What follows belongs to an exercise in optimizing a design on an open flow for small area and a short achievable clock period; a production flow would make more cautious choices.
Function was checked by simulation only, so behaviour that the tests miss may differ from the original.
Power and IR drop assume default switching activity.

// qch_device_mc
module qch_device_mc #(
  parameter int NCH          = 4,
  parameter int DW           = 8,
  parameter int ASIZE        = 6,
  parameter int IDLE_HOLD    = 8,
  parameter int DENY_TIMEOUT = 256
) (
  input  logic              clk,
  input  logic              reset_n,
  input  logic              if_wakeup_i,
  input  logic [NCH-1:0]    wr_valid_i,
  input  logic [NCH*DW-1:0] wr_payload_i,
  output logic [NCH-1:0]    wr_ready_o,
  input  logic [NCH-1:0]    rd_valid_i,
  output logic [NCH*DW-1:0] rd_payload_o,
  output logic [NCH-1:0]    rd_empty_o,
  output logic [NCH-1:0]    wr_flush_o,
  input  logic [NCH-1:0]    wr_done_i,
  input  logic              qreqn_i,
  output logic              qacceptn_o,
  output logic              qdeny_o,
  output logic              qactive_o
);
clock: 6.0 ns
lec_check: 0
cap_margin: 20
core_margin: 2
core_utilization: 62
cts_cluster_diameter: 120
cts_cluster_size: 30
place_density: 0.7
setup_slack_margin: 3.25
slew_margin: 20
synth_hierarchical: 1
run.sh (not shown) runs the stock make flow with config.mk's settings and CLKGATE_MAP_FILE= SYNTH_SCRIPT=/design/flow/synth_recipe.tcl, a recipe that flattens the netlist after the stock synthesis.
The baseline went through all stages and came out clean.
Next try:
--- a/flow/config.mk
+++ b/flow/config.mk
@@ -10 +10 @@
-export CORE_UTILIZATION = 62
+export CORE_UTILIZATION = 50
@@ -13 +13 @@
-export PLACE_DENSITY = 0.7
+export PLACE_DENSITY = 0.6
What happened: Synthesized cell count is unchanged; power is higher by 0.63%; clock power went up by about 1%; fmax rose by 2.7%; die area increases by 24%; setup slack improves by 76 ps.
Next try:
==> flow/flow/run.sh (new file) <==
#!/bin/bash
set -e
cp standard.sh standard_sh.log
echo 'export BUFFER_PORTS_ARGS = -buffer_cell sky130_fd_sc_hd__buf_2' >> config.mk
bash standard.sh > standard.log 2>&1
==> flow/standard.sh (new file) <==
#!/bin/bash
# synth_recipe.tcl (not shown) runs the flow's synth.tcl, then flattens the netlist and writes it again
# the make line also repeats each setting of config.mk as NAME=value (left out here)
make -C /OpenROAD-flow-scripts/flow DESIGN_CONFIG=/design/flow/config.mk WORK_HOME=/design/flow/orfs CLKGATE_MAP_FILE= SYNTH_SCRIPT=/design/flow/synth_recipe.tcl "${@:-finish}"
--- a/flow/config.mk
+++ b/flow/config.mk
@@ -14 +14 @@
-export SETUP_SLACK_MARGIN = 3.25
+export SETUP_SLACK_MARGIN = 3.4
@@ -16,0 +17 @@
+export BUFFER_PORTS_ARGS = -buffer_cell sky130_fd_sc_hd__buf_2
removed: flow/run.sh
The changed run went through all stages and came out clean; count of clock-buffer cells in the layout rises by 2; area after synthesis does not change; worst setup slack is better by 14 ps; combinational power barely changes; synthesized cell count is unchanged; first-iteration DRC count decreases by 3.3%.

qch_device_mc, a different RTL version from the one above (not shown whole).
For scale: roughly 95 I/O pins.
==> flow/config.mk <==
export PLATFORM = sky130hd
export DESIGN_NAME = qch_device_mc
export DESIGN_NICKNAME = qch_device_mc
export VERILOG_FILES = /design/flow/design.v
export SDC_FILE = /design/flow/constraint.sdc
export NUM_CORES = 4
export LEC_CHECK = 0
export CAP_MARGIN = 20
export CORE_MARGIN = 2
export CORE_UTILIZATION = 50
export CTS_CLUSTER_DIAMETER = 120
export CTS_CLUSTER_SIZE = 30
export PLACE_DENSITY = 0.6
export SETUP_SLACK_MARGIN = 3.25
export SLEW_MARGIN = 20
export SYNTH_HIERARCHICAL = 1
export BUFFER_PORTS_ARGS = -buffer_cell sky130_fd_sc_hd__buf_2
==> flow/constraint.sdc <==
create_clock -name core_clock -period 6.0 [get_ports {clk}]
set_input_delay 1.2000 -clock core_clock [delete_from_list [all_inputs] [get_ports {clk}]]
set_output_delay 1.2000 -clock core_clock [all_outputs]
set_load 0.01 [all_outputs]
standard.sh (not shown) runs the stock make flow with config.mk's settings and CLKGATE_MAP_FILE= SYNTH_SCRIPT=/design/flow/synth_recipe.tcl, a recipe that flattens the netlist after the stock synthesis.
==> flow/flow/run.sh <==
#!/bin/bash
set -e
cp standard.sh standard_sh.log
echo 'export BUFFER_PORTS_ARGS = -buffer_cell sky130_fd_sc_hd__buf_2' >> config.mk
bash standard.sh > standard.log 2>&1
The baseline completed without violations.
==> next run, changes <==
==> flow/run.sh (new file) <==
#!/bin/bash
# synth_recipe.tcl (not shown) runs the flow's synth.tcl, then flattens the netlist and writes it again
# the make line also repeats each setting of config.mk as NAME=value (left out here)
make -C /OpenROAD-flow-scripts/flow DESIGN_CONFIG=/design/flow/config.mk WORK_HOME=/design/flow/orfs CLKGATE_MAP_FILE= SYNTH_SCRIPT=/design/flow/synth_recipe.tcl finish
--- a/flow/config.mk
+++ b/flow/config.mk
@@ -16,2 +16 @@
 export SYNTH_HIERARCHICAL = 1
-export BUFFER_PORTS_ARGS = -buffer_cell sky130_fd_sc_hd__buf_2
removed: flow/flow/run.sh
removed: flow/standard.sh
After rerunning: The new run passed the timing, design-rule and antenna checks; critical path depth fell by 1; total power rose by 0.39%; worst setup slack gets worse by 0.031 ns; area after synthesis does not change; clock skew fell by 0.0039 ns; global-route usage is about the same; synthesized cell count is unchanged; final cell count barely changes; routed wire length rose by about 0.45%; clock-buffer cell count stays the same.
==> next run, changes <==
==> flow/flow/run.sh (new file) <==
#!/bin/bash
set -e
cp standard.sh standard_sh.log
echo 'export BUFFER_PORTS_ARGS = -buffer_cell sky130_fd_sc_hd__buf_2' >> config.mk
bash standard.sh > standard.log 2>&1
==> flow/standard.sh (new file) <==
#!/bin/bash
# synth_recipe.tcl (not shown) runs the flow's synth.tcl, then flattens the netlist and writes it again
# the make line also repeats each setting of config.mk as NAME=value (left out here)
make -C /OpenROAD-flow-scripts/flow DESIGN_CONFIG=/design/flow/config.mk WORK_HOME=/design/flow/orfs CLKGATE_MAP_FILE= SYNTH_SCRIPT=/design/flow/synth_recipe.tcl "${@:-finish}"
--- a/flow/config.mk
+++ b/flow/config.mk
@@ -13,4 +13,5 @@
 export PLACE_DENSITY = 0.6
-export SETUP_SLACK_MARGIN = 3.25
+export SETUP_SLACK_MARGIN = 3.4
 export SLEW_MARGIN = 20
 export SYNTH_HIERARCHICAL = 1
+export BUFFER_PORTS_ARGS = -buffer_cell sky130_fd_sc_hd__buf_2
removed: flow/run.sh
After rerunning:
- The new run went through all stages and came out clean
- hold slack is about the same
- routed wire length went down by 0.40%
- global-route usage hardly moves
- synthesized cell count is unchanged
- total power stays flat
- count of clock-buffer cells in the layout does not change
- clock power is about the same
- final cell count does not change

what the ideal ports hide:
The results above use ideal ports. As a check the final layouts listed here were re-extracted and re-timed, cells and wires unchanged.
Step 1 (the two cells are an assumption about what drives the block):
set clk [get_ports {clk}]
set_driving_cell -lib_cell sky130_fd_sc_hd__clkbuf_16 $clk
set_driving_cell -lib_cell sky130_fd_sc_hd__buf_2 [delete_from_list [all_inputs] $clk]
Step 2 also shifts input and output timing later by t, the mid clock arrival at the registers, as if the neighbouring blocks saw the same clock.
a / b / c = no drivers / after step 1 / after step 2; a / b = the first two.
run | shift t [ns] | slack for setup (ns) | worst hold slack (ns) | worst setup path after step 2 | latest minus earliest clock arrival (ns)
the first run of note 1 | 0.782 | 3.154 / 3.130 / 2.634 | 0.354 / 0.354 / 0.354 | input to register | 0.057 / 0.057
the second run of note 1 | 0.806 | 3.230 / 3.147 / 2.577 | 0.361 / 0.361 / 0.361 | input to register | 0.039 / 0.039
the third run of note 1 | 0.809 | 3.244 / 3.162 / 2.919 | 0.363 / 0.363 / 0.363 | input to register | 0.041 / 0.041
the first run of note 2 | 0.785 | 3.235 / 3.182 / 2.431 | 0.322 / 0.302 / 0.371 | input to register | 0.032 / 0.032
the second run of note 2 | 0.798 | 3.204 / 3.171 / 2.407 | 0.318 / 0.297 / 0.369 | input to register | 0.030 / 0.030
the third run of note 2 | 0.788 | 3.247 / 3.191 / 2.641 | 0.318 / 0.298 / 0.370 | input to register | 0.039 / 0.039
After both steps setup and hold are still met in every run listed. For the first run of note 2, which loses most, drivers alone change the setup slack by -0.053 ns; drivers and shift together by -0.804 ns.
